From an optimization exercise on the open Yosys and OpenROAD flow, aimed at small area, a short achievable clock period and few clock cycles; shortcuts taken in it are not production practice.
In this exercise RTL edits were held to simulation tests only and were not proved equivalent to the original.

==> flow/design.v (outline; a module is shown in full before it is edited, if it fits) <==
// module zeta_rom: 139 lines
// module butterfly_unit: 828 lines
// module ntt_top: 237 lines
module ntt_top (
    input  logic        clk,
    input  logic        rst,
    input  logic        i_start,
    input  logic        i_mode,
    output logic        o_done,
    output logic        o_bram_a_we,
    output logic [7:0]  o_bram_a_addr,
    output logic [15:0] o_bram_a_wdata,
    output logic        o_bram_b_we,
    output logic [7:0]  o_bram_b_addr,
    output logic [15:0] o_bram_b_wdata,
    input  logic [15:0] i_bram_dout_a,
    input  logic [15:0] i_bram_dout_b
);
  // ...
==> flow/flow/run.sh <==
#!/bin/bash
# The standard layout, with the port buffers made of sky130_fd_sc_hd__buf_2
# cells instead of the resizer's default choice. Every port is still buffered.
set -euo pipefail
export BUFFER_PORTS_ARGS="-buffer_cell sky130_fd_sc_hd__buf_2"
bash standard.sh > standard.log 2>&1
==> flow/standard.sh <==
#!/bin/bash
# synth_recipe.tcl (not shown) runs the flow's synth.tcl, then flattens the netlist and writes it again
# the make line also repeats each setting of config.mk as NAME=value (left out here)
make -C /OpenROAD-flow-scripts/flow DESIGN_CONFIG=/design/flow/config.mk WORK_HOME=/design/flow/orfs CLKGATE_MAP_FILE= SYNTH_SCRIPT=/design/flow/synth_recipe.tcl "${@:-finish}"
==> flow/config.mk <==
export PLATFORM = sky130hd
export DESIGN_NAME = ntt_top
export DESIGN_NICKNAME = ntt_top
export VERILOG_FILES = /design/flow/design.v
export SDC_FILE = /design/flow/constraint.sdc
export NUM_CORES = 4
export LEC_CHECK = 0
export ABC_AREA = 1
export CAP_MARGIN = 20
export CORE_MARGIN = 2
export CORE_UTILIZATION = 45
export PLACE_DENSITY = 0.55
export SLEW_MARGIN = 20
==> flow/constraint.sdc <==
create_clock -name core_clock -period 13.5 [get_ports {clk}]
set_input_delay 2.7000 -clock core_clock [delete_from_list [all_inputs] [get_ports {clk}]]
set_output_delay 2.7000 -clock core_clock [all_outputs]
set_load 0.01 [all_outputs]
==> results.tsv, run 1 <==
metric	value	unit
Crit. Startpoint	addr_a_q[0]	
fin crit period	3860	ps
FF-to-FF path depth	10	
XOR/XNOR Fraction of Synth Area	0.0388	
most area-consuming cells after synthesis	dfxtp_1 (25%), fa_1 (14%), nand2_1 (9.9%)	
FILL cells	4791	
die footprint	51500	um2
sequential share of cell area	0.295	
setup ws final	9640	ps
Mapped Cells	2815	
CLK BUF	58	
count of pins over their slew limit	0	
Area Growth Syn to Fin	9.95	%
prevailing post-synth register cell	dfxtp_1	
flops & latches, synth	336	
Setup crit start kind	register	
Top delay family on crit path	flip-flops	
total CTS buffers	39	
initial antenna violation count	0	
Final clock-cell share	0.0562	
f_max	259	MHz
Worst path depth	1	
total routed wirelength	58800	um
met2 Resource Use GR	0.384	
placed wire-length estimate	44800	um
Distinct cells, synth	60	
status	no timing/DRC/antenna violations	
sequential area share after synthesis	0.324	
post-cts resize count	0	
fraction of cell area in non-clock buffers	0.0173	
Testbench counts, summed over its fixed seeds: cycles 66,632.
==> module butterfly_unit, before the edit <==
module butterfly_unit (
    input  logic        clk,
    input  logic        i_inv,
    input  logic [11:0] i_u,
    input  logic [11:0] i_v,
    input  logic [11:0] i_z,
    output logic [11:0] o_r0,
    output logic [11:0] o_r1,
    output logic [11:0] o_n0,      
    output logic [11:0] o_n1       
);
    logic inv0, inv4;
    always_ff @(posedge clk) begin
        inv0 <= i_inv;
        inv4 <= inv0;
    end
    logic [12:0] x1, w1;
    logic [11:0] z1;
    always_ff @(posedge clk) begin
        x1 <= {1'b0, i_v} - {1'b0, i_u & {12{inv0}}};
        w1 <= {1'b0, i_u} + {1'b0, i_v & {12{inv0}}};
        z1 <= i_z;
    end
    logic [24:0] m_r0, m_r1;
    logic m_1;
    logic m_2;
    logic m_3;
    logic m_4;
    logic m_5;
    logic m_6;
    logic m_7;
    logic m_8;
    logic m_9;
    logic m_10;
    logic m_11;
    logic m_12;
    logic m_13;
    logic m_14;
    logic m_15;
    logic m_16;
    logic m_17;
    logic m_18;
    logic m_19;
    logic m_20;
    logic m_21;
    logic m_22;
    logic m_23;
    logic m_24;
    logic m_25;
    logic m_26;
    logic m_27;
    logic m_28;
    logic m_29;
    logic m_30;
    logic m_31;
    logic m_32;
    logic m_33;
    logic m_34;
    logic m_35;
    logic m_36;
    logic m_37;
    logic m_38;
    logic m_39;
    logic m_40;
    logic m_41;
    logic m_42;
    logic m_43;
    logic m_44;
    logic m_45;
    logic m_46;
    logic m_47;
    logic m_48;
    logic m_49;
    logic m_50;
    logic m_51;
    logic m_52;
    logic m_53;
    logic m_54;
    logic m_55;
    logic m_56;
    logic m_57;
    logic m_58;
    logic m_59;
    logic m_60;
    logic m_61;
    logic m_62;
    logic m_63;
    logic m_64;
    logic m_65;
    logic m_66;
    logic m_67;
    logic m_68;
    logic m_69;
    logic m_70;
    logic m_71;
    logic m_72;
    logic m_73;
    logic m_74;
    logic m_75;
    logic m_76;
    logic m_77;
    logic m_78;
    logic m_79;
    logic m_80;
    logic m_81;
    logic m_82;
    logic m_83;
    logic m_84;
    logic m_85;
    logic m_86;
    logic m_87;
    logic m_88;
    logic m_89;
    logic m_90;
    logic m_91;
    logic m_92;
    logic m_93;
    logic m_94;
    logic m_95;
    logic m_96;
    logic m_97;
    logic m_98;
    logic m_99;
    logic m_100;
    logic m_101;
    logic m_102;
    logic m_103;
    logic m_104;
    logic m_105;
    logic m_106;
    logic m_107;
    logic m_108;
    logic m_109;
    logic m_110;
    logic m_111;
    logic m_112;
    logic m_113;
    logic m_114;
    logic m_115;
    logic m_116;
    logic m_117;
    logic m_118;
    logic m_119;
    logic m_120;
    logic m_121;
    logic m_122;
    logic m_123;
    logic m_124;
    logic m_125;
    logic m_126;
    logic m_127;
    logic m_128;
    logic m_129;
    logic m_130;
    logic m_131;
    logic m_132;
    logic m_133;
    logic m_134;
    logic m_135;
    logic m_136;
    logic m_137;
    logic m_138;
    logic m_139;
    logic m_140;
    logic m_141;
    logic m_142;
    logic m_143;
    logic m_144;
    logic m_145;
    logic m_146;
    logic m_147;
    logic m_148;
    logic m_149;
    logic m_150;
    logic m_151;
    logic m_152;
    logic m_153;
    logic m_154;
    logic m_155;
    logic m_156;
    logic m_157;
    logic m_158;
    logic m_159;
    logic m_160;
    logic m_161;
    logic m_162;
    logic m_163;
    logic m_164;
    logic m_165;
    logic m_166;
    logic m_167;
    logic m_168;
    logic m_169;
    logic m_170;
    logic m_171;
    logic m_172;
    logic m_173;
    logic m_174;
    logic m_175;
    logic m_176;
    logic m_177;
    logic m_178;
    logic m_179;
    logic m_180;
    logic m_181;
    logic m_182;
    logic m_183;
    logic m_184;
    logic m_185;
    logic m_186;
    logic m_187;
    logic m_188;
    logic m_189;
    logic m_190;
    logic m_191;
    logic m_192;
    logic m_193;
    logic m_194;
    logic m_195;
    logic m_196;
    logic m_197;
    logic m_198;
    logic m_199;
    logic m_200;
    logic m_201;
    logic m_202;
    logic m_203;
    logic m_204;
    logic m_205;
    logic m_206;
    logic m_207;
    logic m_208;
    logic m_209;
    logic m_210;
    logic m_211;
    logic m_212;
    logic m_213;
    logic m_214;
    logic m_215;
    logic m_216;
    logic m_217;
    logic m_218;
    logic m_219;
    logic m_220;
    logic m_221;
    logic m_222;
    logic m_223;
    logic m_224;
    logic m_225;
    logic m_226;
    logic m_227;
    logic m_228;
    logic m_229;
    logic m_230;
    logic m_231;
    logic m_232;
    logic m_233;
    logic m_234;
    logic m_235;
    logic m_236;
    logic m_237;
    logic m_238;
    logic m_239;
    logic m_240;
    logic m_241;
    logic m_242;
    assign m_1 = (z1[0] & x1[9]) ^ (z1[1] & x1[8]);
    assign m_2 = (z1[0] & x1[9]) & (z1[1] & x1[8]);
    assign m_3 = (z1[0] & x1[10]) ^ (z1[1] & x1[9]) ^ (z1[2] & x1[8]);
    assign m_4 = ((z1[0] & x1[10]) & (z1[1] & x1[9])) | ((z1[0] & x1[10]) & (z1[2] & x1[8])) | ((z1[1] & x1[9]) & (z1[2] & x1[8]));
    assign m_5 = (z1[3] & x1[7]) ^ (z1[4] & x1[6]);
    assign m_6 = (z1[3] & x1[7]) & (z1[4] & x1[6]);
    assign m_7 = (z1[0] & x1[11]) ^ (z1[1] & x1[10]) ^ (z1[2] & x1[9]);
    assign m_8 = ((z1[0] & x1[11]) & (z1[1] & x1[10])) | ((z1[0] & x1[11]) & (z1[2] & x1[9])) | ((z1[1] & x1[10]) & (z1[2] & x1[9]));
    assign m_9 = (z1[3] & x1[8]) ^ (z1[4] & x1[7]) ^ (z1[5] & x1[6]);
    assign m_10 = ((z1[3] & x1[8]) & (z1[4] & x1[7])) | ((z1[3] & x1[8]) & (z1[5] & x1[6])) | ((z1[4] & x1[7]) & (z1[5] & x1[6]));
    assign m_11 = (z1[6] & x1[5]) ^ (z1[7] & x1[4]);
    assign m_12 = (z1[6] & x1[5]) & (z1[7] & x1[4]);
    assign m_13 = ~(z1[0] & x1[12]) ^ (z1[1] & x1[11]) ^ (z1[2] & x1[10]);
    assign m_14 = (~(z1[0] & x1[12]) & (z1[1] & x1[11])) | (~(z1[0] & x1[12]) & (z1[2] & x1[10])) | ((z1[1] & x1[11]) & (z1[2] & x1[10]));
    assign m_15 = (z1[3] & x1[9]) ^ (z1[4] & x1[8]) ^ (z1[5] & x1[7]);
    assign m_16 = ((z1[3] & x1[9]) & (z1[4] & x1[8])) | ((z1[3] & x1[9]) & (z1[5] & x1[7])) | ((z1[4] & x1[8]) & (z1[5] & x1[7]));
    assign m_17 = (z1[6] & x1[6]) ^ (z1[7] & x1[5]) ^ (z1[8] & x1[4]);
    assign m_18 = ((z1[6] & x1[6]) & (z1[7] & x1[5])) | ((z1[6] & x1[6]) & (z1[8] & x1[4])) | ((z1[7] & x1[5]) & (z1[8] & x1[4]));
    assign m_19 = (z1[9] & x1[3]) ^ (z1[10] & x1[2]);
    assign m_20 = (z1[9] & x1[3]) & (z1[10] & x1[2]);
    assign m_21 = ~(z1[1] & x1[12]) ^ (z1[2] & x1[11]) ^ (z1[3] & x1[10]);
    assign m_22 = (~(z1[1] & x1[12]) & (z1[2] & x1[11])) | (~(z1[1] & x1[12]) & (z1[3] & x1[10])) | ((z1[2] & x1[11]) & (z1[3] & x1[10]));
    assign m_23 = (z1[4] & x1[9]) ^ (z1[5] & x1[8]) ^ (z1[6] & x1[7]);
    assign m_24 = ((z1[4] & x1[9]) & (z1[5] & x1[8])) | ((z1[4] & x1[9]) & (z1[6] & x1[7])) | ((z1[5] & x1[8]) & (z1[6] & x1[7]));
    assign m_25 = (z1[7] & x1[6]) ^ (z1[8] & x1[5]) ^ (z1[9] & x1[4]);
    assign m_26 = ((z1[7] & x1[6]) & (z1[8] & x1[5])) | ((z1[7] & x1[6]) & (z1[9] & x1[4])) | ((z1[8] & x1[5]) & (z1[9] & x1[4]));
    assign m_27 = ~(z1[2] & x1[12]) ^ (z1[3] & x1[11]) ^ (z1[4] & x1[10]);
    assign m_28 = (~(z1[2] & x1[12]) & (z1[3] & x1[11])) | (~(z1[2] & x1[12]) & (z1[4] & x1[10])) | ((z1[3] & x1[11]) & (z1[4] & x1[10]));
    assign m_29 = (z1[5] & x1[9]) ^ (z1[6] & x1[8]) ^ (z1[7] & x1[7]);
    assign m_30 = ((z1[5] & x1[9]) & (z1[6] & x1[8])) | ((z1[5] & x1[9]) & (z1[7] & x1[7])) | ((z1[6] & x1[8]) & (z1[7] & x1[7]));
    assign m_31 = ~(z1[3] & x1[12]) ^ (z1[4] & x1[11]) ^ (z1[5] & x1[10]);
    assign m_32 = (~(z1[3] & x1[12]) & (z1[4] & x1[11])) | (~(z1[3] & x1[12]) & (z1[5] & x1[10])) | ((z1[4] & x1[11]) & (z1[5] & x1[10]));
    assign m_33 = (z1[0] & x1[6]) ^ (z1[1] & x1[5]);
    assign m_34 = (z1[0] & x1[6]) & (z1[1] & x1[5]);
    assign m_35 = (z1[0] & x1[7]) ^ (z1[1] & x1[6]) ^ (z1[2] & x1[5]);
    assign m_36 = ((z1[0] & x1[7]) & (z1[1] & x1[6])) | ((z1[0] & x1[7]) & (z1[2] & x1[5])) | ((z1[1] & x1[6]) & (z1[2] & x1[5]));
    assign m_37 = (z1[3] & x1[4]) ^ (z1[4] & x1[3]);
    assign m_38 = (z1[3] & x1[4]) & (z1[4] & x1[3]);
    assign m_39 = (z1[0] & x1[8]) ^ (z1[1] & x1[7]) ^ (z1[2] & x1[6]);
    assign m_40 = ((z1[0] & x1[8]) & (z1[1] & x1[7])) | ((z1[0] & x1[8]) & (z1[2] & x1[6])) | ((z1[1] & x1[7]) & (z1[2] & x1[6]));
    assign m_41 = (z1[3] & x1[5]) ^ (z1[4] & x1[4]) ^ (z1[5] & x1[3]);
    assign m_42 = ((z1[3] & x1[5]) & (z1[4] & x1[4])) | ((z1[3] & x1[5]) & (z1[5] & x1[3])) | ((z1[4] & x1[4]) & (z1[5] & x1[3]));
    assign m_43 = (z1[6] & x1[2]) ^ (z1[7] & x1[1]);
    assign m_44 = (z1[6] & x1[2]) & (z1[7] & x1[1]);
    assign m_45 = (z1[2] & x1[7]) ^ (z1[3] & x1[6]) ^ (z1[4] & x1[5]);
    assign m_46 = ((z1[2] & x1[7]) & (z1[3] & x1[6])) | ((z1[2] & x1[7]) & (z1[4] & x1[5])) | ((z1[3] & x1[6]) & (z1[4] & x1[5]));
    assign m_47 = (z1[5] & x1[4]) ^ (z1[6] & x1[3]) ^ (z1[7] & x1[2]);
    assign m_48 = ((z1[5] & x1[4]) & (z1[6] & x1[3])) | ((z1[5] & x1[4]) & (z1[7] & x1[2])) | ((z1[6] & x1[3]) & (z1[7] & x1[2]));
    assign m_49 = (z1[8] & x1[1]) ^ (z1[9] & x1[0]) ^ m_1;
    assign m_50 = ((z1[8] & x1[1]) & (z1[9] & x1[0])) | ((z1[8] & x1[1]) & m_1) | ((z1[9] & x1[0]) & m_1);
    assign m_51 = (z1[5] & x1[5]) ^ (z1[6] & x1[4]) ^ (z1[7] & x1[3]);
    assign m_52 = ((z1[5] & x1[5]) & (z1[6] & x1[4])) | ((z1[5] & x1[5]) & (z1[7] & x1[3])) | ((z1[6] & x1[4]) & (z1[7] & x1[3]));
    assign m_53 = (z1[8] & x1[2]) ^ (z1[9] & x1[1]) ^ (z1[10] & x1[0]);
    assign m_54 = ((z1[8] & x1[2]) & (z1[9] & x1[1])) | ((z1[8] & x1[2]) & (z1[10] & x1[0])) | ((z1[9] & x1[1]) & (z1[10] & x1[0]));
    assign m_55 = m_3 ^ m_5 ^ m_2;
    assign m_56 = (m_3 & m_5) | (m_3 & m_2) | (m_5 & m_2);
    assign m_57 = (z1[8] & x1[3]) ^ (z1[9] & x1[2]) ^ (z1[10] & x1[1]);
    assign m_58 = ((z1[8] & x1[3]) & (z1[9] & x1[2])) | ((z1[8] & x1[3]) & (z1[10] & x1[1])) | ((z1[9] & x1[2]) & (z1[10] & x1[1]));
    assign m_59 = (z1[11] & x1[0]) ^ m_7 ^ m_9;
    assign m_60 = ((z1[11] & x1[0]) & m_7) | ((z1[11] & x1[0]) & m_9) | (m_7 & m_9);
    assign m_61 = m_11 ^ m_4 ^ m_6;
    assign m_62 = (m_11 & m_4) | (m_11 & m_6) | (m_4 & m_6);
    assign m_63 = (z1[11] & x1[1]) ^ 1'b1 ^ m_13;
    assign m_64 = ((z1[11] & x1[1]) & 1'b1) | ((z1[11] & x1[1]) & m_13) | (1'b1 & m_13);
    assign m_65 = m_15 ^ m_17 ^ m_19;
    assign m_66 = (m_15 & m_17) | (m_15 & m_19) | (m_17 & m_19);
    assign m_67 = m_8 ^ m_10 ^ m_12;
    assign m_68 = (m_8 & m_10) | (m_8 & m_12) | (m_10 & m_12);
    assign m_69 = (z1[10] & x1[3]) ^ (z1[11] & x1[2]) ^ m_21;
    assign m_70 = ((z1[10] & x1[3]) & (z1[11] & x1[2])) | ((z1[10] & x1[3]) & m_21) | ((z1[11] & x1[2]) & m_21);
    assign m_71 = m_23 ^ m_25 ^ m_14;
    assign m_72 = (m_23 & m_25) | (m_23 & m_14) | (m_25 & m_14);
    assign m_73 = m_16 ^ m_18 ^ m_20;
    assign m_74 = (m_16 & m_18) | (m_16 & m_20) | (m_18 & m_20);
    assign m_75 = (z1[8] & x1[6]) ^ (z1[9] & x1[5]) ^ (z1[10] & x1[4]);
    assign m_76 = ((z1[8] & x1[6]) & (z1[9] & x1[5])) | ((z1[8] & x1[6]) & (z1[10] & x1[4])) | ((z1[9] & x1[5]) & (z1[10] & x1[4]));
    assign m_77 = (z1[11] & x1[3]) ^ m_27 ^ m_29;
    assign m_78 = ((z1[11] & x1[3]) & m_27) | ((z1[11] & x1[3]) & m_29) | (m_27 & m_29);
    assign m_79 = m_22 ^ m_24 ^ m_26;
    assign m_80 = (m_22 & m_24) | (m_22 & m_26) | (m_24 & m_26);
    assign m_81 = (z1[6] & x1[9]) ^ (z1[7] & x1[8]) ^ (z1[8] & x1[7]);
    assign m_82 = ((z1[6] & x1[9]) & (z1[7] & x1[8])) | ((z1[6] & x1[9]) & (z1[8] & x1[7])) | ((z1[7] & x1[8]) & (z1[8] & x1[7]));
    assign m_83 = (z1[9] & x1[6]) ^ (z1[10] & x1[5]) ^ (z1[11] & x1[4]);
    assign m_84 = ((z1[9] & x1[6]) & (z1[10] & x1[5])) | ((z1[9] & x1[6]) & (z1[11] & x1[4])) | ((z1[10] & x1[5]) & (z1[11] & x1[4]));
    assign m_85 = m_31 ^ m_28 ^ m_30;
    assign m_86 = (m_31 & m_28) | (m_31 & m_30) | (m_28 & m_30);
    assign m_87 = ~(z1[4] & x1[12]) ^ (z1[5] & x1[11]) ^ (z1[6] & x1[10]);
    assign m_88 = (~(z1[4] & x1[12]) & (z1[5] & x1[11])) | (~(z1[4] & x1[12]) & (z1[6] & x1[10])) | ((z1[5] & x1[11]) & (z1[6] & x1[10]));
    assign m_89 = (z1[7] & x1[9]) ^ (z1[8] & x1[8]) ^ (z1[9] & x1[7]);
    assign m_90 = ((z1[7] & x1[9]) & (z1[8] & x1[8])) | ((z1[7] & x1[9]) & (z1[9] & x1[7])) | ((z1[8] & x1[8]) & (z1[9] & x1[7]));
    assign m_91 = (z1[10] & x1[6]) ^ (z1[11] & x1[5]) ^ m_32;
    assign m_92 = ((z1[10] & x1[6]) & (z1[11] & x1[5])) | ((z1[10] & x1[6]) & m_32) | ((z1[11] & x1[5]) & m_32);
    assign m_93 = ~(z1[5] & x1[12]) ^ (z1[6] & x1[11]) ^ (z1[7] & x1[10]);
    assign m_94 = (~(z1[5] & x1[12]) & (z1[6] & x1[11])) | (~(z1[5] & x1[12]) & (z1[7] & x1[10])) | ((z1[6] & x1[11]) & (z1[7] & x1[10]));
    assign m_95 = (z1[8] & x1[9]) ^ (z1[9] & x1[8]) ^ (z1[10] & x1[7]);
    assign m_96 = ((z1[8] & x1[9]) & (z1[9] & x1[8])) | ((z1[8] & x1[9]) & (z1[10] & x1[7])) | ((z1[9] & x1[8]) & (z1[10] & x1[7]));
    assign m_97 = ~(z1[6] & x1[12]) ^ (z1[7] & x1[11]) ^ (z1[8] & x1[10]);
    assign m_98 = (~(z1[6] & x1[12]) & (z1[7] & x1[11])) | (~(z1[6] & x1[12]) & (z1[8] & x1[10])) | ((z1[7] & x1[11]) & (z1[8] & x1[10]));
    assign m_99 = (z1[0] & x1[4]) ^ (z1[1] & x1[3]);
    assign m_100 = (z1[0] & x1[4]) & (z1[1] & x1[3]);
    assign m_101 = (z1[0] & x1[5]) ^ (z1[1] & x1[4]) ^ (z1[2] & x1[3]);
    assign m_102 = ((z1[0] & x1[5]) & (z1[1] & x1[4])) | ((z1[0] & x1[5]) & (z1[2] & x1[3])) | ((z1[1] & x1[4]) & (z1[2] & x1[3]));
    assign m_103 = (z1[3] & x1[2]) ^ (z1[4] & x1[1]);
    assign m_104 = (z1[3] & x1[2]) & (z1[4] & x1[1]);
    assign m_105 = (z1[2] & x1[4]) ^ (z1[3] & x1[3]) ^ (z1[4] & x1[2]);
    assign m_106 = ((z1[2] & x1[4]) & (z1[3] & x1[3])) | ((z1[2] & x1[4]) & (z1[4] & x1[2])) | ((z1[3] & x1[3]) & (z1[4] & x1[2]));
    assign m_107 = (z1[5] & x1[1]) ^ (z1[6] & x1[0]) ^ m_33;
    assign m_108 = ((z1[5] & x1[1]) & (z1[6] & x1[0])) | ((z1[5] & x1[1]) & m_33) | ((z1[6] & x1[0]) & m_33);
    assign m_109 = (z1[5] & x1[2]) ^ (z1[6] & x1[1]) ^ (z1[7] & x1[0]);
    assign m_110 = ((z1[5] & x1[2]) & (z1[6] & x1[1])) | ((z1[5] & x1[2]) & (z1[7] & x1[0])) | ((z1[6] & x1[1]) & (z1[7] & x1[0]));
    assign m_111 = m_35 ^ m_37 ^ m_34;
    assign m_112 = (m_35 & m_37) | (m_35 & m_34) | (m_37 & m_34);
    assign m_113 = (z1[8] & x1[0]) ^ m_39 ^ m_41;
    assign m_114 = ((z1[8] & x1[0]) & m_39) | ((z1[8] & x1[0]) & m_41) | (m_39 & m_41);
    assign m_115 = m_43 ^ m_36 ^ m_38;
    assign m_116 = (m_43 & m_36) | (m_43 & m_38) | (m_36 & m_38);
    assign m_117 = m_45 ^ m_47 ^ m_49;
    assign m_118 = (m_45 & m_47) | (m_45 & m_49) | (m_47 & m_49);
    assign m_119 = m_40 ^ m_42 ^ m_44;
    assign m_120 = (m_40 & m_42) | (m_40 & m_44) | (m_42 & m_44);
    assign m_121 = m_51 ^ m_53 ^ m_55;
    assign m_122 = (m_51 & m_53) | (m_51 & m_55) | (m_53 & m_55);
    assign m_123 = m_46 ^ m_48 ^ m_50;
    assign m_124 = (m_46 & m_48) | (m_46 & m_50) | (m_48 & m_50);
    assign m_125 = m_57 ^ m_59 ^ m_61;
    assign m_126 = (m_57 & m_59) | (m_57 & m_61) | (m_59 & m_61);
    assign m_127 = m_52 ^ m_54 ^ m_56;
    assign m_128 = (m_52 & m_54) | (m_52 & m_56) | (m_54 & m_56);
    assign m_129 = m_63 ^ m_65 ^ m_67;
    assign m_130 = (m_63 & m_65) | (m_63 & m_67) | (m_65 & m_67);
    assign m_131 = m_58 ^ m_60 ^ m_62;
    assign m_132 = (m_58 & m_60) | (m_58 & m_62) | (m_60 & m_62);
    assign m_133 = m_69 ^ m_71 ^ m_73;
    assign m_134 = (m_69 & m_71) | (m_69 & m_73) | (m_71 & m_73);
    assign m_135 = m_64 ^ m_66 ^ m_68;
    assign m_136 = (m_64 & m_66) | (m_64 & m_68) | (m_66 & m_68);
    assign m_137 = m_75 ^ m_77 ^ m_79;
    assign m_138 = (m_75 & m_77) | (m_75 & m_79) | (m_77 & m_79);
    assign m_139 = m_70 ^ m_72 ^ m_74;
    assign m_140 = (m_70 & m_72) | (m_70 & m_74) | (m_72 & m_74);
    assign m_141 = m_81 ^ m_83 ^ m_85;
    assign m_142 = (m_81 & m_83) | (m_81 & m_85) | (m_83 & m_85);
    assign m_143 = m_76 ^ m_78 ^ m_80;
    assign m_144 = (m_76 & m_78) | (m_76 & m_80) | (m_78 & m_80);
    assign m_145 = m_87 ^ m_89 ^ m_91;
    assign m_146 = (m_87 & m_89) | (m_87 & m_91) | (m_89 & m_91);
    assign m_147 = m_82 ^ m_84 ^ m_86;
    assign m_148 = (m_82 & m_84) | (m_82 & m_86) | (m_84 & m_86);
    assign m_149 = (z1[11] & x1[6]) ^ m_93 ^ m_95;
    assign m_150 = ((z1[11] & x1[6]) & m_93) | ((z1[11] & x1[6]) & m_95) | (m_93 & m_95);
    assign m_151 = m_88 ^ m_90 ^ m_92;
    assign m_152 = (m_88 & m_90) | (m_88 & m_92) | (m_90 & m_92);
    assign m_153 = (z1[9] & x1[9]) ^ (z1[10] & x1[8]) ^ (z1[11] & x1[7]);
    assign m_154 = ((z1[9] & x1[9]) & (z1[10] & x1[8])) | ((z1[9] & x1[9]) & (z1[11] & x1[7])) | ((z1[10] & x1[8]) & (z1[11] & x1[7]));
    assign m_155 = m_97 ^ m_94 ^ m_96;
    assign m_156 = (m_97 & m_94) | (m_97 & m_96) | (m_94 & m_96);
    assign m_157 = ~(z1[7] & x1[12]) ^ (z1[8] & x1[11]) ^ (z1[9] & x1[10]);
    assign m_158 = (~(z1[7] & x1[12]) & (z1[8] & x1[11])) | (~(z1[7] & x1[12]) & (z1[9] & x1[10])) | ((z1[8] & x1[11]) & (z1[9] & x1[10]));
    assign m_159 = (z1[10] & x1[9]) ^ (z1[11] & x1[8]) ^ m_98;
    assign m_160 = ((z1[10] & x1[9]) & (z1[11] & x1[8])) | ((z1[10] & x1[9]) & m_98) | ((z1[11] & x1[8]) & m_98);
    assign m_161 = ~(z1[8] & x1[12]) ^ (z1[9] & x1[11]) ^ (z1[10] & x1[10]);
    assign m_162 = (~(z1[8] & x1[12]) & (z1[9] & x1[11])) | (~(z1[8] & x1[12]) & (z1[10] & x1[10])) | ((z1[9] & x1[11]) & (z1[10] & x1[10]));
    assign m_163 = (z1[0] & x1[3]) ^ (z1[1] & x1[2]);
    assign m_164 = (z1[0] & x1[3]) & (z1[1] & x1[2]);
    assign m_165 = (z1[2] & x1[2]) ^ (z1[3] & x1[1]) ^ (z1[4] & x1[0]);
    assign m_166 = ((z1[2] & x1[2]) & (z1[3] & x1[1])) | ((z1[2] & x1[2]) & (z1[4] & x1[0])) | ((z1[3] & x1[1]) & (z1[4] & x1[0]));
    assign m_167 = (z1[5] & x1[0]) ^ m_101 ^ m_103;
    assign m_168 = ((z1[5] & x1[0]) & m_101) | ((z1[5] & x1[0]) & m_103) | (m_101 & m_103);
    assign m_169 = m_105 ^ m_107 ^ m_102;
    assign m_170 = (m_105 & m_107) | (m_105 & m_102) | (m_107 & m_102);
    assign m_171 = m_109 ^ m_111 ^ m_106;
    assign m_172 = (m_109 & m_111) | (m_109 & m_106) | (m_111 & m_106);
    assign m_173 = m_113 ^ m_115 ^ m_110;
    assign m_174 = (m_113 & m_115) | (m_113 & m_110) | (m_115 & m_110);
    assign m_175 = m_117 ^ m_119 ^ m_114;
    assign m_176 = (m_117 & m_119) | (m_117 & m_114) | (m_119 & m_114);
    assign m_177 = m_121 ^ m_123 ^ m_118;
    assign m_178 = (m_121 & m_123) | (m_121 & m_118) | (m_123 & m_118);
    assign m_179 = m_125 ^ m_127 ^ m_122;
    assign m_180 = (m_125 & m_127) | (m_125 & m_122) | (m_127 & m_122);
    assign m_181 = m_129 ^ m_131 ^ m_126;
    assign m_182 = (m_129 & m_131) | (m_129 & m_126) | (m_131 & m_126);
    assign m_183 = m_133 ^ m_135 ^ m_130;
    assign m_184 = (m_133 & m_135) | (m_133 & m_130) | (m_135 & m_130);
    assign m_185 = m_137 ^ m_139 ^ m_134;
    assign m_186 = (m_137 & m_139) | (m_137 & m_134) | (m_139 & m_134);
    assign m_187 = m_141 ^ m_143 ^ m_138;
    assign m_188 = (m_141 & m_143) | (m_141 & m_138) | (m_143 & m_138);
    assign m_189 = m_145 ^ m_147 ^ m_142;
    assign m_190 = (m_145 & m_147) | (m_145 & m_142) | (m_147 & m_142);
    assign m_191 = m_149 ^ m_151 ^ m_146;
    assign m_192 = (m_149 & m_151) | (m_149 & m_146) | (m_151 & m_146);
    assign m_193 = m_153 ^ m_155 ^ m_150;
    assign m_194 = (m_153 & m_155) | (m_153 & m_150) | (m_155 & m_150);
    assign m_195 = m_157 ^ m_159 ^ m_154;
    assign m_196 = (m_157 & m_159) | (m_157 & m_154) | (m_159 & m_154);
    assign m_197 = (z1[11] & x1[9]) ^ m_161 ^ m_158;
    assign m_198 = ((z1[11] & x1[9]) & m_161) | ((z1[11] & x1[9]) & m_158) | (m_161 & m_158);
    assign m_199 = ~(z1[9] & x1[12]) ^ (z1[10] & x1[11]) ^ (z1[11] & x1[10]);
    assign m_200 = (~(z1[9] & x1[12]) & (z1[10] & x1[11])) | (~(z1[9] & x1[12]) & (z1[11] & x1[10])) | ((z1[10] & x1[11]) & (z1[11] & x1[10]));
    assign m_201 = (z1[0] & x1[2]) ^ (z1[1] & x1[1]);
    assign m_202 = (z1[0] & x1[2]) & (z1[1] & x1[1]);
    assign m_203 = (z1[2] & x1[1]) ^ (z1[3] & x1[0]) ^ m_163;
    assign m_204 = ((z1[2] & x1[1]) & (z1[3] & x1[0])) | ((z1[2] & x1[1]) & m_163) | ((z1[3] & x1[0]) & m_163);
    assign m_205 = m_99 ^ m_165 ^ m_164;
    assign m_206 = (m_99 & m_165) | (m_99 & m_164) | (m_165 & m_164);
    assign m_207 = m_100 ^ m_167 ^ m_166;
    assign m_208 = (m_100 & m_167) | (m_100 & m_166) | (m_167 & m_166);
    assign m_209 = m_104 ^ m_169 ^ m_168;
    assign m_210 = (m_104 & m_169) | (m_104 & m_168) | (m_169 & m_168);
    assign m_211 = m_108 ^ m_171 ^ m_170;
    assign m_212 = (m_108 & m_171) | (m_108 & m_170) | (m_171 & m_170);
    assign m_213 = m_112 ^ m_173 ^ m_172;
    assign m_214 = (m_112 & m_173) | (m_112 & m_172) | (m_173 & m_172);
    assign m_215 = m_116 ^ m_175 ^ m_174;
    assign m_216 = (m_116 & m_175) | (m_116 & m_174) | (m_175 & m_174);
    assign m_217 = m_120 ^ m_177 ^ m_176;
    assign m_218 = (m_120 & m_177) | (m_120 & m_176) | (m_177 & m_176);
    assign m_219 = m_124 ^ m_179 ^ m_178;
    assign m_220 = (m_124 & m_179) | (m_124 & m_178) | (m_179 & m_178);
    assign m_221 = m_128 ^ m_181 ^ m_180;
    assign m_222 = (m_128 & m_181) | (m_128 & m_180) | (m_181 & m_180);
    assign m_223 = m_132 ^ m_183 ^ m_182;
    assign m_224 = (m_132 & m_183) | (m_132 & m_182) | (m_183 & m_182);
    assign m_225 = m_136 ^ m_185 ^ m_184;
    assign m_226 = (m_136 & m_185) | (m_136 & m_184) | (m_185 & m_184);
    assign m_227 = m_140 ^ m_187 ^ m_186;
    assign m_228 = (m_140 & m_187) | (m_140 & m_186) | (m_187 & m_186);
    assign m_229 = m_144 ^ m_189 ^ m_188;
    assign m_230 = (m_144 & m_189) | (m_144 & m_188) | (m_189 & m_188);
    assign m_231 = m_148 ^ m_191 ^ m_190;
    assign m_232 = (m_148 & m_191) | (m_148 & m_190) | (m_191 & m_190);
    assign m_233 = m_152 ^ m_193 ^ m_192;
    assign m_234 = (m_152 & m_193) | (m_152 & m_192) | (m_193 & m_192);
    assign m_235 = m_156 ^ m_195 ^ m_194;
    assign m_236 = (m_156 & m_195) | (m_156 & m_194) | (m_195 & m_194);
    assign m_237 = m_160 ^ m_197 ^ m_196;
    assign m_238 = (m_160 & m_197) | (m_160 & m_196) | (m_197 & m_196);
    assign m_239 = m_162 ^ m_199 ^ m_198;
    assign m_240 = (m_162 & m_199) | (m_162 & m_198) | (m_199 & m_198);
    assign m_241 = ~(z1[10] & x1[12]) ^ (z1[11] & x1[11]) ^ m_200;
    assign m_242 = (~(z1[10] & x1[12]) & (z1[11] & x1[11])) | (~(z1[10] & x1[12]) & m_200) | ((z1[11] & x1[11]) & m_200);
    assign m_r0 = {1'b1, ~(z1[11] & x1[12]), m_241, m_239, m_237, m_235, m_233, m_231, m_229, m_227, m_225, m_223, m_221, m_219, m_217, m_215, m_213, m_211, m_209, m_207, m_205, m_203, (z1[2] & x1[0]), (z1[0] & x1[1]), (z1[0] & x1[0])};
    assign m_r1 = {1'b0, m_242, m_240, m_238, m_236, m_234, m_232, m_230, m_228, m_226, m_224, m_222, m_220, m_218, m_216, m_214, m_212, m_210, m_208, m_206, m_204, m_202, m_201, (z1[1] & x1[0]), 1'b0};
    logic [8:0]  lo_c;
    assign lo_c = {1'b0, m_r0[7:0]} + {1'b0, m_r1[7:0]};
    logic [7:0]  plo2;
    logic        c82;
    logic [16:0] sh2, ch2;
    logic [12:0] w2;
    always_ff @(posedge clk) begin
        plo2 <= lo_c[7:0];
        c82  <= lo_c[8];
        sh2  <= m_r0[24:8];
        ch2  <= m_r1[24:8];
        w2   <= w1;
    end
    logic [16:0] a_r0, a_r1;
    logic a_1;
    logic a_2;
    logic a_3;
    logic a_4;
    logic a_5;
    logic a_6;
    logic a_7;
    logic a_8;
    logic a_9;
    logic a_10;
    logic a_11;
    logic a_12;
    logic a_13;
    logic a_14;
    logic a_15;
    logic a_16;
    logic a_17;
    logic a_18;
    logic a_19;
    logic a_20;
    logic a_21;
    logic a_22;
    logic a_23;
    logic a_24;
    logic a_25;
    logic a_26;
    logic a_27;
    logic a_28;
    logic a_29;
    logic a_30;
    logic a_31;
    logic a_32;
    logic a_33;
    logic a_34;
    logic a_35;
    logic a_36;
    logic a_37;
    logic a_38;
    logic a_39;
    logic a_40;
    logic a_41;
    logic a_42;
    logic a_43;
    logic a_44;
    logic a_45;
    logic a_46;
    logic a_47;
    logic a_48;
    logic a_49;
    logic a_50;
    logic a_51;
    logic a_52;
    logic a_53;
    logic a_54;
    logic a_55;
    logic a_56;
    logic a_57;
    logic a_58;
    logic a_59;
    logic a_60;
    logic a_61;
    logic a_62;
    logic a_63;
    logic a_64;
    logic a_65;
    logic a_66;
    logic a_67;
    logic a_68;
    logic a_69;
    logic a_70;
    logic a_71;
    logic a_72;
    logic a_73;
    logic a_74;
    logic a_75;
    logic a_76;
    logic a_77;
    logic a_78;
    logic a_79;
    logic a_80;
    logic a_81;
    logic a_82;
    logic a_83;
    logic a_84;
    logic a_85;
    logic a_86;
    logic a_87;
    logic a_88;
    logic a_89;
    logic a_90;
    assign a_1 = sh2[0] ^ ch2[0];
    assign a_2 = sh2[0] & ch2[0];
    assign a_3 = sh2[1] ^ ch2[1];
    assign a_4 = sh2[1] & ch2[1];
    assign a_5 = sh2[2] ^ ch2[2];
    assign a_6 = sh2[2] & ch2[2];
    assign a_7 = sh2[3] ^ ch2[3] ^ ~plo2[0];
    assign a_8 = (sh2[3] & ch2[3]) | (sh2[3] & ~plo2[0]) | (ch2[3] & ~plo2[0]);
    assign a_9 = ~plo2[1] ^ ~plo2[3];
    assign a_10 = ~plo2[1] & ~plo2[3];
    assign a_11 = sh2[4] ^ ch2[4] ^ ~plo2[1];
    assign a_12 = (sh2[4] & ch2[4]) | (sh2[4] & ~plo2[1]) | (ch2[4] & ~plo2[1]);
    assign a_13 = ~plo2[2] ^ ~plo2[4] ^ 1'b1;
    assign a_14 = (~plo2[2] & ~plo2[4]) | (~plo2[2] & 1'b1) | (~plo2[4] & 1'b1);
    assign a_15 = sh2[5] ^ ch2[5] ^ ~plo2[2];
    assign a_16 = (sh2[5] & ch2[5]) | (sh2[5] & ~plo2[2]) | (ch2[5] & ~plo2[2]);
    assign a_17 = ~plo2[3] ^ ~plo2[5];
    assign a_18 = ~plo2[3] & ~plo2[5];
    assign a_19 = sh2[6] ^ ch2[6] ^ ~plo2[3];
    assign a_20 = (sh2[6] & ch2[6]) | (sh2[6] & ~plo2[3]) | (ch2[6] & ~plo2[3]);
    assign a_21 = ~plo2[4] ^ ~plo2[6];
    assign a_22 = ~plo2[4] & ~plo2[6];
    assign a_23 = sh2[7] ^ ch2[7] ^ ~plo2[4];
    assign a_24 = (sh2[7] & ch2[7]) | (sh2[7] & ~plo2[4]) | (ch2[7] & ~plo2[4]);
    assign a_25 = ~plo2[5] ^ ~plo2[7];
    assign a_26 = ~plo2[5] & ~plo2[7];
    assign a_27 = sh2[8] ^ ch2[8] ^ ~plo2[5];
    assign a_28 = (sh2[8] & ch2[8]) | (sh2[8] & ~plo2[5]) | (ch2[8] & ~plo2[5]);
    assign a_29 = ~plo2[6] ^ 1'b1;
    assign a_30 = ~plo2[6] & 1'b1;
    assign a_31 = sh2[9] ^ ch2[9] ^ ~plo2[6];
    assign a_32 = (sh2[9] & ch2[9]) | (sh2[9] & ~plo2[6]) | (ch2[9] & ~plo2[6]);
    assign a_33 = c82 ^ ~plo2[0];
    assign a_34 = c82 & ~plo2[0];
    assign a_35 = ~plo2[1] ^ 1'b1 ^ a_3;
    assign a_36 = (~plo2[1] & 1'b1) | (~plo2[1] & a_3) | (1'b1 & a_3);
    assign a_37 = ~plo2[0] ^ ~plo2[2] ^ a_5;
    assign a_38 = (~plo2[0] & ~plo2[2]) | (~plo2[0] & a_5) | (~plo2[2] & a_5);
    assign a_39 = 1'b1 ^ a_7 ^ a_9;
    assign a_40 = (1'b1 & a_7) | (1'b1 & a_9) | (a_7 & a_9);
    assign a_41 = a_11 ^ a_13 ^ a_8;
    assign a_42 = (a_11 & a_13) | (a_11 & a_8) | (a_13 & a_8);
    assign a_43 = a_15 ^ a_17 ^ a_12;
    assign a_44 = (a_15 & a_17) | (a_15 & a_12) | (a_17 & a_12);
    assign a_45 = a_19 ^ a_21 ^ a_16;
    assign a_46 = (a_19 & a_21) | (a_19 & a_16) | (a_21 & a_16);
    assign a_47 = a_23 ^ a_25 ^ a_20;
    assign a_48 = (a_23 & a_25) | (a_23 & a_20) | (a_25 & a_20);
    assign a_49 = a_27 ^ a_29 ^ a_24;
    assign a_50 = (a_27 & a_29) | (a_27 & a_24) | (a_29 & a_24);
    assign a_51 = ~plo2[7] ^ a_31 ^ a_28;
    assign a_52 = (~plo2[7] & a_31) | (~plo2[7] & a_28) | (a_31 & a_28);
    assign a_53 = sh2[10] ^ ch2[10] ^ ~plo2[7];
    assign a_54 = (sh2[10] & ch2[10]) | (sh2[10] & ~plo2[7]) | (ch2[10] & ~plo2[7]);
    assign a_55 = sh2[11] ^ ch2[11];
    assign a_56 = sh2[11] & ch2[11];
    assign a_57 = 1'b1 ^ a_1;
    assign a_58 = 1'b1 & a_1;
    assign a_59 = a_2 ^ a_35 ^ a_34;
    assign a_60 = (a_2 & a_35) | (a_2 & a_34) | (a_35 & a_34);
    assign a_61 = a_4 ^ a_37 ^ a_36;
    assign a_62 = (a_4 & a_37) | (a_4 & a_36) | (a_37 & a_36);
    assign a_63 = a_6 ^ a_39 ^ a_38;
    assign a_64 = (a_6 & a_39) | (a_6 & a_38) | (a_39 & a_38);
    assign a_65 = a_10 ^ a_41 ^ a_40;
    assign a_66 = (a_10 & a_41) | (a_10 & a_40) | (a_41 & a_40);
    assign a_67 = a_14 ^ a_43 ^ a_42;
    assign a_68 = (a_14 & a_43) | (a_14 & a_42) | (a_43 & a_42);
    assign a_69 = a_18 ^ a_45 ^ a_44;
    assign a_70 = (a_18 & a_45) | (a_18 & a_44) | (a_45 & a_44);
    assign a_71 = a_22 ^ a_47 ^ a_46;
    assign a_72 = (a_22 & a_47) | (a_22 & a_46) | (a_47 & a_46);
    assign a_73 = a_26 ^ a_49 ^ a_48;
    assign a_74 = (a_26 & a_49) | (a_26 & a_48) | (a_49 & a_48);
    assign a_75 = a_30 ^ a_51 ^ a_50;
    assign a_76 = (a_30 & a_51) | (a_30 & a_50) | (a_51 & a_50);
    assign a_77 = a_32 ^ a_53 ^ a_52;
    assign a_78 = (a_32 & a_53) | (a_32 & a_52) | (a_53 & a_52);
    assign a_79 = 1'b1 ^ a_55 ^ a_54;
    assign a_80 = (1'b1 & a_55) | (1'b1 & a_54) | (a_55 & a_54);
    assign a_81 = sh2[12] ^ ch2[12] ^ a_56;
    assign a_82 = (sh2[12] & ch2[12]) | (sh2[12] & a_56) | (ch2[12] & a_56);
    assign a_83 = sh2[13] ^ ch2[13] ^ 1'b1;
    assign a_84 = (sh2[13] & ch2[13]) | (sh2[13] & 1'b1) | (ch2[13] & 1'b1);
    assign a_85 = sh2[14] ^ ch2[14];
    assign a_86 = sh2[14] & ch2[14];
    assign a_87 = sh2[15] ^ ch2[15] ^ 1'b1;
    assign a_88 = (sh2[15] & ch2[15]) | (sh2[15] & 1'b1) | (ch2[15] & 1'b1);
    assign a_89 = sh2[16] ^ ch2[16];
    assign a_90 = sh2[16] & ch2[16];
    assign a_r0 = {a_89, a_87, a_85, a_83, a_81, a_79, a_77, a_75, a_73, a_71, a_69, a_67, a_65, a_63, a_61, a_59, a_33};
    assign a_r1 = {a_88, a_86, a_84, a_82, a_80, a_78, a_76, a_74, a_72, a_70, a_68, a_66, a_64, a_62, a_60, a_58, a_57};
    logic [8:0]  t1_lo, t1_h0, t1_h1;
    logic [9:0]  t1_h1w;
    assign t1_lo  = {1'b0, a_r0[7:0]} + {1'b0, a_r1[7:0]};
    assign t1_h0  = a_r0[16:8] + a_r1[16:8];
    assign t1_h1w = {a_r0[16:8], 1'b1} + {a_r1[16:8], 1'b1};
    assign t1_h1  = t1_h1w[9:1];
    logic [16:0] t13;
    logic [12:0] w3;
    always_ff @(posedge clk) begin
        t13 <= {t1_lo[8] ? t1_h1 : t1_h0, t1_lo[7:0]};
        w3  <= w2;
    end
    logic [11:0] b_r0, b_r1;
    logic b_1;
    logic b_2;
    logic b_3;
    logic b_4;
    logic b_5;
    logic b_6;
    logic b_7;
    logic b_8;
    logic b_9;
    logic b_10;
    logic b_11;
    logic b_12;
    logic b_13;
    logic b_14;
    logic b_15;
    logic b_16;
    logic b_17;
    logic b_18;
    logic b_19;
    logic b_20;
    logic b_21;
    logic b_22;
    logic b_23;
    logic b_24;
    logic b_25;
    logic b_26;
    logic b_27;
    logic b_28;
    logic b_29;
    logic b_30;
    logic b_31;
    logic b_32;
    logic b_33;
    logic b_34;
    logic b_35;
    logic b_36;
    logic b_37;
    logic b_38;
    logic b_39;
    logic b_40;
    logic b_41;
    logic b_42;
    assign b_1 = t13[11] ^ ~t13[0];
    assign b_2 = t13[11] & ~t13[0];
    assign b_3 = t13[12] ^ ~t13[1];
    assign b_4 = t13[12] & ~t13[1];
    assign b_5 = t13[13] ^ ~t13[2];
    assign b_6 = t13[13] & ~t13[2];
    assign b_7 = t13[14] ^ ~t13[3];
    assign b_8 = t13[14] & ~t13[3];
    assign b_9 = t13[15] ^ ~t13[4];
    assign b_10 = t13[15] & ~t13[4];
    assign b_11 = t13[10] ^ ~t13[0];
    assign b_12 = t13[10] & ~t13[0];
    assign b_13 = ~t13[1] ^ ~t13[3] ^ 1'b1;
    assign b_14 = (~t13[1] & ~t13[3]) | (~t13[1] & 1'b1) | (~t13[3] & 1'b1);
    assign b_15 = ~t13[2] ^ ~t13[4] ^ b_3;
    assign b_16 = (~t13[2] & ~t13[4]) | (~t13[2] & b_3) | (~t13[4] & b_3);
    assign b_17 = ~t13[3] ^ ~t13[5] ^ b_5;
    assign b_18 = (~t13[3] & ~t13[5]) | (~t13[3] & b_5) | (~t13[5] & b_5);
    assign b_19 = ~t13[4] ^ ~t13[6] ^ b_7;
    assign b_20 = (~t13[4] & ~t13[6]) | (~t13[4] & b_7) | (~t13[6] & b_7);
    assign b_21 = ~t13[5] ^ ~t13[7] ^ b_9;
    assign b_22 = (~t13[5] & ~t13[7]) | (~t13[5] & b_9) | (~t13[7] & b_9);
    assign b_23 = t13[16] ^ ~t13[5] ^ ~t13[6];
    assign b_24 = (t13[16] & ~t13[5]) | (t13[16] & ~t13[6]) | (~t13[5] & ~t13[6]);
    assign b_25 = t13[9] ^ ~t13[1];
    assign b_26 = t13[9] & ~t13[1];
    assign b_27 = ~t13[2] ^ 1'b1 ^ b_11;
    assign b_28 = (~t13[2] & 1'b1) | (~t13[2] & b_11) | (1'b1 & b_11);
    assign b_29 = b_1 ^ b_13 ^ b_12;
    assign b_30 = (b_1 & b_13) | (b_1 & b_12) | (b_13 & b_12);
    assign b_31 = b_2 ^ b_15 ^ b_14;
    assign b_32 = (b_2 & b_15) | (b_2 & b_14) | (b_15 & b_14);
    assign b_33 = b_4 ^ b_17 ^ b_16;
    assign b_34 = (b_4 & b_17) | (b_4 & b_16) | (b_17 & b_16);
    assign b_35 = b_6 ^ b_19 ^ b_18;
    assign b_36 = (b_6 & b_19) | (b_6 & b_18) | (b_19 & b_18);
    assign b_37 = b_8 ^ b_21 ^ b_20;
    assign b_38 = (b_8 & b_21) | (b_8 & b_20) | (b_21 & b_20);
    assign b_39 = b_10 ^ b_23 ^ b_22;
    assign b_40 = (b_10 & b_23) | (b_10 & b_22) | (b_23 & b_22);
    assign b_41 = ~t13[6] ^ ~t13[7] ^ b_24;
    assign b_42 = (~t13[6] & ~t13[7]) | (~t13[6] & b_24) | (~t13[7] & b_24);
    assign b_r0 = {1'b0, ~t13[7], b_41, b_39, b_37, b_35, b_33, b_31, b_29, b_27, 1'b1, t13[8]};
    assign b_r1 = {1'b0, b_42, b_40, b_38, b_36, b_34, b_32, b_30, b_28, b_26, b_25, ~t13[0]};
    logic [11:0] t4;
    logic [12:0] w4;
    always_ff @(posedge clk) begin
        t4 <= b_r0 + b_r1;
        w4 <= w3;
    end
    logic [13:0] y05, y15;
    always_ff @(posedge clk) begin
        y05 <= {1'b0, w4} + {2'b00, t4 & {12{~inv4}}};
        y15 <= inv4 ? {2'b00, t4} : ({1'b0, w4} + 14'd6658 - {2'b00, t4});
    end
    function automatic logic [11:0] mod3q(input logic [13:0] y);
        logic [11:0] k;
        k = (y >= 14'd6658) ? 12'(6658) : ((y >= 14'd3329) ? 12'd3329 : 12'd0);
        mod3q = y[11:0] - k;
    endfunction
    assign o_n0 = mod3q(y05);
    assign o_n1 = mod3q(y15);
    always_ff @(posedge clk) begin
        o_r0 <= o_n0;
        o_r1 <= o_n1;
    end
endmodule
==> run 2: changes to the inputs <==
--- a/flow/design.v
+++ b/flow/design.v
@@ -656,3 +656,3 @@
     assign lo_c = {1'b0, m_r0[7:0]} + {1'b0, m_r1[7:0]};
-    logic [7:0]  plo2;
+    logic [7:0]  plo2n;      
     logic        c82;
@@ -661,3 +661,3 @@
     always_ff @(posedge clk) begin
-        plo2 <= lo_c[7:0];
+        plo2n <= ~lo_c[7:0];
         c82  <= lo_c[8];
@@ -764,34 +764,34 @@
     assign a_6 = sh2[2] & ch2[2];
-    assign a_7 = sh2[3] ^ ch2[3] ^ ~plo2[0];
-    assign a_8 = (sh2[3] & ch2[3]) | (sh2[3] & ~plo2[0]) | (ch2[3] & ~plo2[0]);
-    assign a_9 = ~plo2[1] ^ ~plo2[3];
-    assign a_10 = ~plo2[1] & ~plo2[3];
-    assign a_11 = sh2[4] ^ ch2[4] ^ ~plo2[1];
-    assign a_12 = (sh2[4] & ch2[4]) | (sh2[4] & ~plo2[1]) | (ch2[4] & ~plo2[1]);
-    assign a_13 = ~plo2[2] ^ ~plo2[4] ^ 1'b1;
-    assign a_14 = (~plo2[2] & ~plo2[4]) | (~plo2[2] & 1'b1) | (~plo2[4] & 1'b1);
-    assign a_15 = sh2[5] ^ ch2[5] ^ ~plo2[2];
-    assign a_16 = (sh2[5] & ch2[5]) | (sh2[5] & ~plo2[2]) | (ch2[5] & ~plo2[2]);
-    assign a_17 = ~plo2[3] ^ ~plo2[5];
-    assign a_18 = ~plo2[3] & ~plo2[5];
-    assign a_19 = sh2[6] ^ ch2[6] ^ ~plo2[3];
-    assign a_20 = (sh2[6] & ch2[6]) | (sh2[6] & ~plo2[3]) | (ch2[6] & ~plo2[3]);
-    assign a_21 = ~plo2[4] ^ ~plo2[6];
-    assign a_22 = ~plo2[4] & ~plo2[6];
-    assign a_23 = sh2[7] ^ ch2[7] ^ ~plo2[4];
-    assign a_24 = (sh2[7] & ch2[7]) | (sh2[7] & ~plo2[4]) | (ch2[7] & ~plo2[4]);
-    assign a_25 = ~plo2[5] ^ ~plo2[7];
-    assign a_26 = ~plo2[5] & ~plo2[7];
-    assign a_27 = sh2[8] ^ ch2[8] ^ ~plo2[5];
-    assign a_28 = (sh2[8] & ch2[8]) | (sh2[8] & ~plo2[5]) | (ch2[8] & ~plo2[5]);
-    assign a_29 = ~plo2[6] ^ 1'b1;
-    assign a_30 = ~plo2[6] & 1'b1;
-    assign a_31 = sh2[9] ^ ch2[9] ^ ~plo2[6];
-    assign a_32 = (sh2[9] & ch2[9]) | (sh2[9] & ~plo2[6]) | (ch2[9] & ~plo2[6]);
-    assign a_33 = c82 ^ ~plo2[0];
-    assign a_34 = c82 & ~plo2[0];
-    assign a_35 = ~plo2[1] ^ 1'b1 ^ a_3;
-    assign a_36 = (~plo2[1] & 1'b1) | (~plo2[1] & a_3) | (1'b1 & a_3);
-    assign a_37 = ~plo2[0] ^ ~plo2[2] ^ a_5;
-    assign a_38 = (~plo2[0] & ~plo2[2]) | (~plo2[0] & a_5) | (~plo2[2] & a_5);
+    assign a_7 = sh2[3] ^ ch2[3] ^ plo2n[0];
+    assign a_8 = (sh2[3] & ch2[3]) | (sh2[3] & plo2n[0]) | (ch2[3] & plo2n[0]);
+    assign a_9 = plo2n[1] ^ plo2n[3];
+    assign a_10 = plo2n[1] & plo2n[3];
+    assign a_11 = sh2[4] ^ ch2[4] ^ plo2n[1];
+    assign a_12 = (sh2[4] & ch2[4]) | (sh2[4] & plo2n[1]) | (ch2[4] & plo2n[1]);
+    assign a_13 = plo2n[2] ^ plo2n[4] ^ 1'b1;
+    assign a_14 = (plo2n[2] & plo2n[4]) | (plo2n[2] & 1'b1) | (plo2n[4] & 1'b1);
+    assign a_15 = sh2[5] ^ ch2[5] ^ plo2n[2];
+    assign a_16 = (sh2[5] & ch2[5]) | (sh2[5] & plo2n[2]) | (ch2[5] & plo2n[2]);
+    assign a_17 = plo2n[3] ^ plo2n[5];
+    assign a_18 = plo2n[3] & plo2n[5];
+    assign a_19 = sh2[6] ^ ch2[6] ^ plo2n[3];
+    assign a_20 = (sh2[6] & ch2[6]) | (sh2[6] & plo2n[3]) | (ch2[6] & plo2n[3]);
+    assign a_21 = plo2n[4] ^ plo2n[6];
+    assign a_22 = plo2n[4] & plo2n[6];
+    assign a_23 = sh2[7] ^ ch2[7] ^ plo2n[4];
+    assign a_24 = (sh2[7] & ch2[7]) | (sh2[7] & plo2n[4]) | (ch2[7] & plo2n[4]);
+    assign a_25 = plo2n[5] ^ plo2n[7];
+    assign a_26 = plo2n[5] & plo2n[7];
+    assign a_27 = sh2[8] ^ ch2[8] ^ plo2n[5];
+    assign a_28 = (sh2[8] & ch2[8]) | (sh2[8] & plo2n[5]) | (ch2[8] & plo2n[5]);
+    assign a_29 = plo2n[6] ^ 1'b1;
+    assign a_30 = plo2n[6] & 1'b1;
+    assign a_31 = sh2[9] ^ ch2[9] ^ plo2n[6];
+    assign a_32 = (sh2[9] & ch2[9]) | (sh2[9] & plo2n[6]) | (ch2[9] & plo2n[6]);
+    assign a_33 = c82 ^ plo2n[0];
+    assign a_34 = c82 & plo2n[0];
+    assign a_35 = plo2n[1] ^ 1'b1 ^ a_3;
+    assign a_36 = (plo2n[1] & 1'b1) | (plo2n[1] & a_3) | (1'b1 & a_3);
+    assign a_37 = plo2n[0] ^ plo2n[2] ^ a_5;
+    assign a_38 = (plo2n[0] & plo2n[2]) | (plo2n[0] & a_5) | (plo2n[2] & a_5);
     assign a_39 = 1'b1 ^ a_7 ^ a_9;
@@ -808,6 +808,6 @@
     assign a_50 = (a_27 & a_29) | (a_27 & a_24) | (a_29 & a_24);
-    assign a_51 = ~plo2[7] ^ a_31 ^ a_28;
-    assign a_52 = (~plo2[7] & a_31) | (~plo2[7] & a_28) | (a_31 & a_28);
-    assign a_53 = sh2[10] ^ ch2[10] ^ ~plo2[7];
-    assign a_54 = (sh2[10] & ch2[10]) | (sh2[10] & ~plo2[7]) | (ch2[10] & ~plo2[7]);
+    assign a_51 = plo2n[7] ^ a_31 ^ a_28;
+    assign a_52 = (plo2n[7] & a_31) | (plo2n[7] & a_28) | (a_31 & a_28);
+    assign a_53 = sh2[10] ^ ch2[10] ^ plo2n[7];
+    assign a_54 = (sh2[10] & ch2[10]) | (sh2[10] & plo2n[7]) | (ch2[10] & plo2n[7]);
     assign a_55 = sh2[11] ^ ch2[11];
@@ -856,6 +856,6 @@
     assign t1_h1  = t1_h1w[9:1];
-    logic [16:0] t13;
+    logic [16:0] t13;        
     logic [12:0] w3;
     always_ff @(posedge clk) begin
-        t13 <= {t1_lo[8] ? t1_h1 : t1_h0, t1_lo[7:0]};
+        t13 <= {t1_lo[8] ? t1_h1 : t1_h0, ~t1_lo[7:0]};
         w3  <= w2;
@@ -905,30 +905,30 @@
     logic b_42;
-    assign b_1 = t13[11] ^ ~t13[0];
-    assign b_2 = t13[11] & ~t13[0];
-    assign b_3 = t13[12] ^ ~t13[1];
-    assign b_4 = t13[12] & ~t13[1];
-    assign b_5 = t13[13] ^ ~t13[2];
-    assign b_6 = t13[13] & ~t13[2];
-    assign b_7 = t13[14] ^ ~t13[3];
-    assign b_8 = t13[14] & ~t13[3];
-    assign b_9 = t13[15] ^ ~t13[4];
-    assign b_10 = t13[15] & ~t13[4];
-    assign b_11 = t13[10] ^ ~t13[0];
-    assign b_12 = t13[10] & ~t13[0];
-    assign b_13 = ~t13[1] ^ ~t13[3] ^ 1'b1;
-    assign b_14 = (~t13[1] & ~t13[3]) | (~t13[1] & 1'b1) | (~t13[3] & 1'b1);
-    assign b_15 = ~t13[2] ^ ~t13[4] ^ b_3;
-    assign b_16 = (~t13[2] & ~t13[4]) | (~t13[2] & b_3) | (~t13[4] & b_3);
-    assign b_17 = ~t13[3] ^ ~t13[5] ^ b_5;
-    assign b_18 = (~t13[3] & ~t13[5]) | (~t13[3] & b_5) | (~t13[5] & b_5);
-    assign b_19 = ~t13[4] ^ ~t13[6] ^ b_7;
-    assign b_20 = (~t13[4] & ~t13[6]) | (~t13[4] & b_7) | (~t13[6] & b_7);
-    assign b_21 = ~t13[5] ^ ~t13[7] ^ b_9;
-    assign b_22 = (~t13[5] & ~t13[7]) | (~t13[5] & b_9) | (~t13[7] & b_9);
-    assign b_23 = t13[16] ^ ~t13[5] ^ ~t13[6];
-    assign b_24 = (t13[16] & ~t13[5]) | (t13[16] & ~t13[6]) | (~t13[5] & ~t13[6]);
-    assign b_25 = t13[9] ^ ~t13[1];
-    assign b_26 = t13[9] & ~t13[1];
-    assign b_27 = ~t13[2] ^ 1'b1 ^ b_11;
-    assign b_28 = (~t13[2] & 1'b1) | (~t13[2] & b_11) | (1'b1 & b_11);
+    assign b_1 = t13[11] ^ t13[0];
+    assign b_2 = t13[11] & t13[0];
+    assign b_3 = t13[12] ^ t13[1];
+    assign b_4 = t13[12] & t13[1];
+    assign b_5 = t13[13] ^ t13[2];
+    assign b_6 = t13[13] & t13[2];
+    assign b_7 = t13[14] ^ t13[3];
+    assign b_8 = t13[14] & t13[3];
+    assign b_9 = t13[15] ^ t13[4];
+    assign b_10 = t13[15] & t13[4];
+    assign b_11 = t13[10] ^ t13[0];
+    assign b_12 = t13[10] & t13[0];
+    assign b_13 = t13[1] ^ t13[3] ^ 1'b1;
+    assign b_14 = (t13[1] & t13[3]) | (t13[1] & 1'b1) | (t13[3] & 1'b1);
+    assign b_15 = t13[2] ^ t13[4] ^ b_3;
+    assign b_16 = (t13[2] & t13[4]) | (t13[2] & b_3) | (t13[4] & b_3);
+    assign b_17 = t13[3] ^ t13[5] ^ b_5;
+    assign b_18 = (t13[3] & t13[5]) | (t13[3] & b_5) | (t13[5] & b_5);
+    assign b_19 = t13[4] ^ t13[6] ^ b_7;
+    assign b_20 = (t13[4] & t13[6]) | (t13[4] & b_7) | (t13[6] & b_7);
+    assign b_21 = t13[5] ^ t13[7] ^ b_9;
+    assign b_22 = (t13[5] & t13[7]) | (t13[5] & b_9) | (t13[7] & b_9);
+    assign b_23 = t13[16] ^ t13[5] ^ t13[6];
+    assign b_24 = (t13[16] & t13[5]) | (t13[16] & t13[6]) | (t13[5] & t13[6]);
+    assign b_25 = t13[9] ^ t13[1];
+    assign b_26 = t13[9] & t13[1];
+    assign b_27 = t13[2] ^ 1'b1 ^ b_11;
+    assign b_28 = (t13[2] & 1'b1) | (t13[2] & b_11) | (1'b1 & b_11);
     assign b_29 = b_1 ^ b_13 ^ b_12;
@@ -945,6 +945,6 @@
     assign b_40 = (b_10 & b_23) | (b_10 & b_22) | (b_23 & b_22);
-    assign b_41 = ~t13[6] ^ ~t13[7] ^ b_24;
-    assign b_42 = (~t13[6] & ~t13[7]) | (~t13[6] & b_24) | (~t13[7] & b_24);
-    assign b_r0 = {1'b0, ~t13[7], b_41, b_39, b_37, b_35, b_33, b_31, b_29, b_27, 1'b1, t13[8]};
-    assign b_r1 = {1'b0, b_42, b_40, b_38, b_36, b_34, b_32, b_30, b_28, b_26, b_25, ~t13[0]};
+    assign b_41 = t13[6] ^ t13[7] ^ b_24;
+    assign b_42 = (t13[6] & t13[7]) | (t13[6] & b_24) | (t13[7] & b_24);
+    assign b_r0 = {1'b0, t13[7], b_41, b_39, b_37, b_35, b_33, b_31, b_29, b_27, 1'b1, t13[8]};
+    assign b_r1 = {1'b0, b_42, b_40, b_38, b_36, b_34, b_32, b_30, b_28, b_26, b_25, t13[0]};
     logic [11:0] t4;
==> run 2 against run 1 <==
  * Area after synthesis shrank 0.71%
  * Global-route usage grew 1.3 points
  * Utilization shrank 0.26 points
  * Non-clock buffer count grew 1
  * Setup slack gained 59 ps
  * Fmax grew 1.6%
  * First-iteration DRC count grew 7.7%
  * Sequential cell count is the same
  * Critical path type unchanged
  * Routed wire length grew 4.3%
  * Sequential share of layout area grew 0.21 points
==> results.tsv, run 2 <==
metric	value	unit	change
Setup crit start kind	register		unchanged
flops & latches, synth	336		unchanged
vias post-DR	18200		was 18100
Hold Path Class	register to register		unchanged
vias in the first global route	18100		was 17900
Die Span Y	226	um	was 227 um
DR WL/cell	17.4	um	was 16.6 um
GRT Util Overall	0.247		was 0.234
total CTS buffers	39		unchanged
Max stage delay on crit path	380	ps	was 420 ps
kind of critical path	register to output port		unchanged
Worst Skew	24.0	ps	was 19.4 ps
Synth Cell Area	22200	um2	was 22300 um2
Yosys warnings	3		unchanged
io pins	87		unchanged
Congestion Overflow GR	0		unchanged
Initial Utilization	0.454		was 0.456
Mapped Cells	2796		was 2815
status	no timing/DRC/antenna violations		unchanged
WP data arrival	1100	ps	was 1160 ps
slowest CP cell	dfxtp_1		unchanged
most area-consuming cells after synthesis	dfxtp_1 (26%), fa_1 (14%), nand2_1 (9.8%)		was dfxtp_1 (25%), fa_1 (14%), nand2_1 (9.9%)
die width	226	um	was 227 um
prevailing post-synth register cell	dfxtp_1		unchanged
largest reg by FF count	u_bf.t13		unchanged
initial antenna violation count	1		was 0
CP Capture Type	output port		unchanged
GP Congestion	0.911		was 0.932
Top delay family on crit path	flip-flops		unchanged
# Post-CTS Setup Buffers	0		unchanged
quantity of I/O buffers inserted on ports	70		unchanged
TNS Setup	0	ps	unchanged
Root Buffer	clkbuf_16		unchanged
Largest regs	u_bf.t13 (17), u_bf.ch2 (16), u_bf.sh2 (16)		unchanged
final net count	3176		was 3194
Worst Path Required	10800	ps	about the same
Antenna Cells	0		unchanged
fin crit period	3800	ps	was 3860 ps
total routed wirelength	61300	um	was 58800 um
most frequent cells in the layout	nand2_1 (581), inv_1 (544), dfxtp_1 (283)		was nand2_1 (587), inv_1 (552), dfxtp_1 (281)
first-pass GRT wire length	98400	um	was 94100 um
Synth top area share	0.255		was 0.254
via/cell ratio	5.16		was 5.11
CTS HTree Levels	2		unchanged
post-cts resize count	0		unchanged
post-route insts no fill	3520		was 3537
Finish-stage setup viols	0		unchanged
DR pass1 iterations	5		was 6
CP cell instances	buf_2		unchanged
max reg flops	17		unchanged
f_max	263	MHz	was 259 MHz
Core Area	48800	um2	was 49000 um2
share of layout cells above drive strength 1	0.0655		was 0.0668
clock latency (worst-skew pair)	560	ps	about the same
most common cell after layout, fill and taps aside	nand2_1		unchanged
Hold Buf Count CTS	0		unchanged
Async S/R FF share, synth	0.0119		unchanged
FILL cells	4823		was 4791
Syn Area/Cell	7.94	um2	about the same
count of pins over their slew limit	0		unchanged
Placed Cells incl. Taps	3448		was 3466
Sinks on Clock Net	336		unchanged
largest net degree at the start of global routing	51		was 47
critical path peak fanout	2		unchanged
total of max-cap violations	0		unchanged
Post-DRT Antenna Nets	0		unchanged
Tcrit/Tclk final	0.281		was 0.286
placed wire-length estimate	46800	um	was 44800 um
Buf/Inv on CP	1		unchanged
RSZ-0062 raised after global routing	false		unchanged
CTS tree	done		unchanged
final hold viol count	0		unchanged
Distinct cells, synth	54		was 60
relative slew slack	0.287		was 0.252
top cells by count, synth	nand2_1 (581), inv_1 (544), dfxtp_1 (283), nor2_1 (171), a21oi_1 (164)		was nand2_1 (587), inv_1 (552), dfxtp_1 (283), nor2_1 (186), a21oi_1 (167)
Core Rows	81		unchanged
die footprint	51100	um2	was 51500 um2
Clock transition at path regs	60	ps	about the same
post-route DRC violation count	0		unchanged
Max Buffers Root-to-Sink	3		unchanged
largest area contributor in the netlist	dfxtp_1		unchanged
top-count cell post-synth	nand2_1		unchanged
EDFF count, synth	49		unchanged
Slew @ Worst Pin	1070	ps	was 1110 ps
sequential area share after synthesis	0.326		was 0.324
Area Growth Syn to Fin	9.93	%	was 9.95%
1st-iter DRT viols	1439		was 1336
run 2: cell type report:
cell class	instances	area, um2	share of cell area
multi-input cells	1814	12500	0.512
flip-flops and latches	336	7240	0.297
inverters	553	2080	0.0851
clock buffers	54	1130	0.0465
well taps	664	831	0.0341
repair buffers	81	433	0.0177
clock inverters	18	203	0.00831
run 2: stage by stage:
| stage | hold WS [ps] | area (um2) | setup WS, ps | util |
|---|---|---|---|---|
| 2_1_floorplan | 310 | 22200 | 10070 | - |
| 3_3_place_gp | 312 | 23100 | 9680 | 0.472 |
| 3_5_place_dp | 312 | 23100 | 9630 | 0.472 |
| 4_1_cts | 310 | 24400 | 9680 | 0.499 |
| 5_1_grt | 322 | 24400 | 9370 | 0.499 |
| 6_report | 307 | 24400 | 9700 | 0.499 |
run 2: kinds of logic after synthesis:
kind of cell	after synthesis	share of synthesized area
adder cells (fa/ha/maj)	315	0.231
other	1	0.000169
AO/OA/AOI/OAI	463	0.121
multiplexers	1	0.000508
flip-flops	336	0.326
AND/OR/NAND/NOR	936	0.173
XOR/XNOR	91	0.0359
buffers and inverters	653	0.113
run 2: path summary, 6_finish.rpt:
path,startpoint,end,slack (ps),depth (start not counted)
worst max register to register,u_bf.y05[4],h1_0[10],9740,20
worst min register to register,u_bf.w1[4],u_bf.w2[4],310,0
min in group asynchronous,rst,pre_we,2040,2
worst min-delay path,u_bf.w1[4],u_bf.w2[4],310,0
worst max-delay path,u_bf.o_r1[3],o_bram_b_wdata[3],9700,1
max in group asynchronous,rst,done_q,11300,2
run 2: per-layer routing:
metal | vias to the layer above | global-route usage | routed length, um
li1 | 8870 | - | -
met1 | 8629 | 0.337 | 27700
met2 | 553 | 0.408 | 28500
met3 | 110 | 0.0334 | 3300
met4 | 2 | 0.0726 | 1740
met5 | - | 0 | 13
Testbench counts of run 2, summed over its fixed seeds: cycles 66,632.

[separate check: timing with driven ports]
Ports are ideal in the flow. The routed layouts listed here were re-timed in OpenROAD. Step 1: set_driving_cell puts a clkbuf_16 on clk and a buf_2 on each other input, an assumption about the parent block. Step 2 times the ports against the registers' clock, not the clock port: input delays grow and output delays shrink by t, the midpoint of the rising clock arrivals with the driver on. Three values: ideal ports, drivers, drivers and shift; two values: the first two.
run	t (ns)	setup slack, ns	worst hold slack (ns)	pins driven straight from the clock port
run 1	0.616	9.642 / 9.583 / 9.719	0.321 / 0.321 / 0.321	1
run 2	0.615	9.701 / 9.642 / 9.625	0.307 / 0.307 / 0.307	1
After both steps setup and hold are still met in every run listed. For run 2, which loses most, drivers alone change the setup slack by -0.059 ns; drivers and shift together by -0.076 ns.
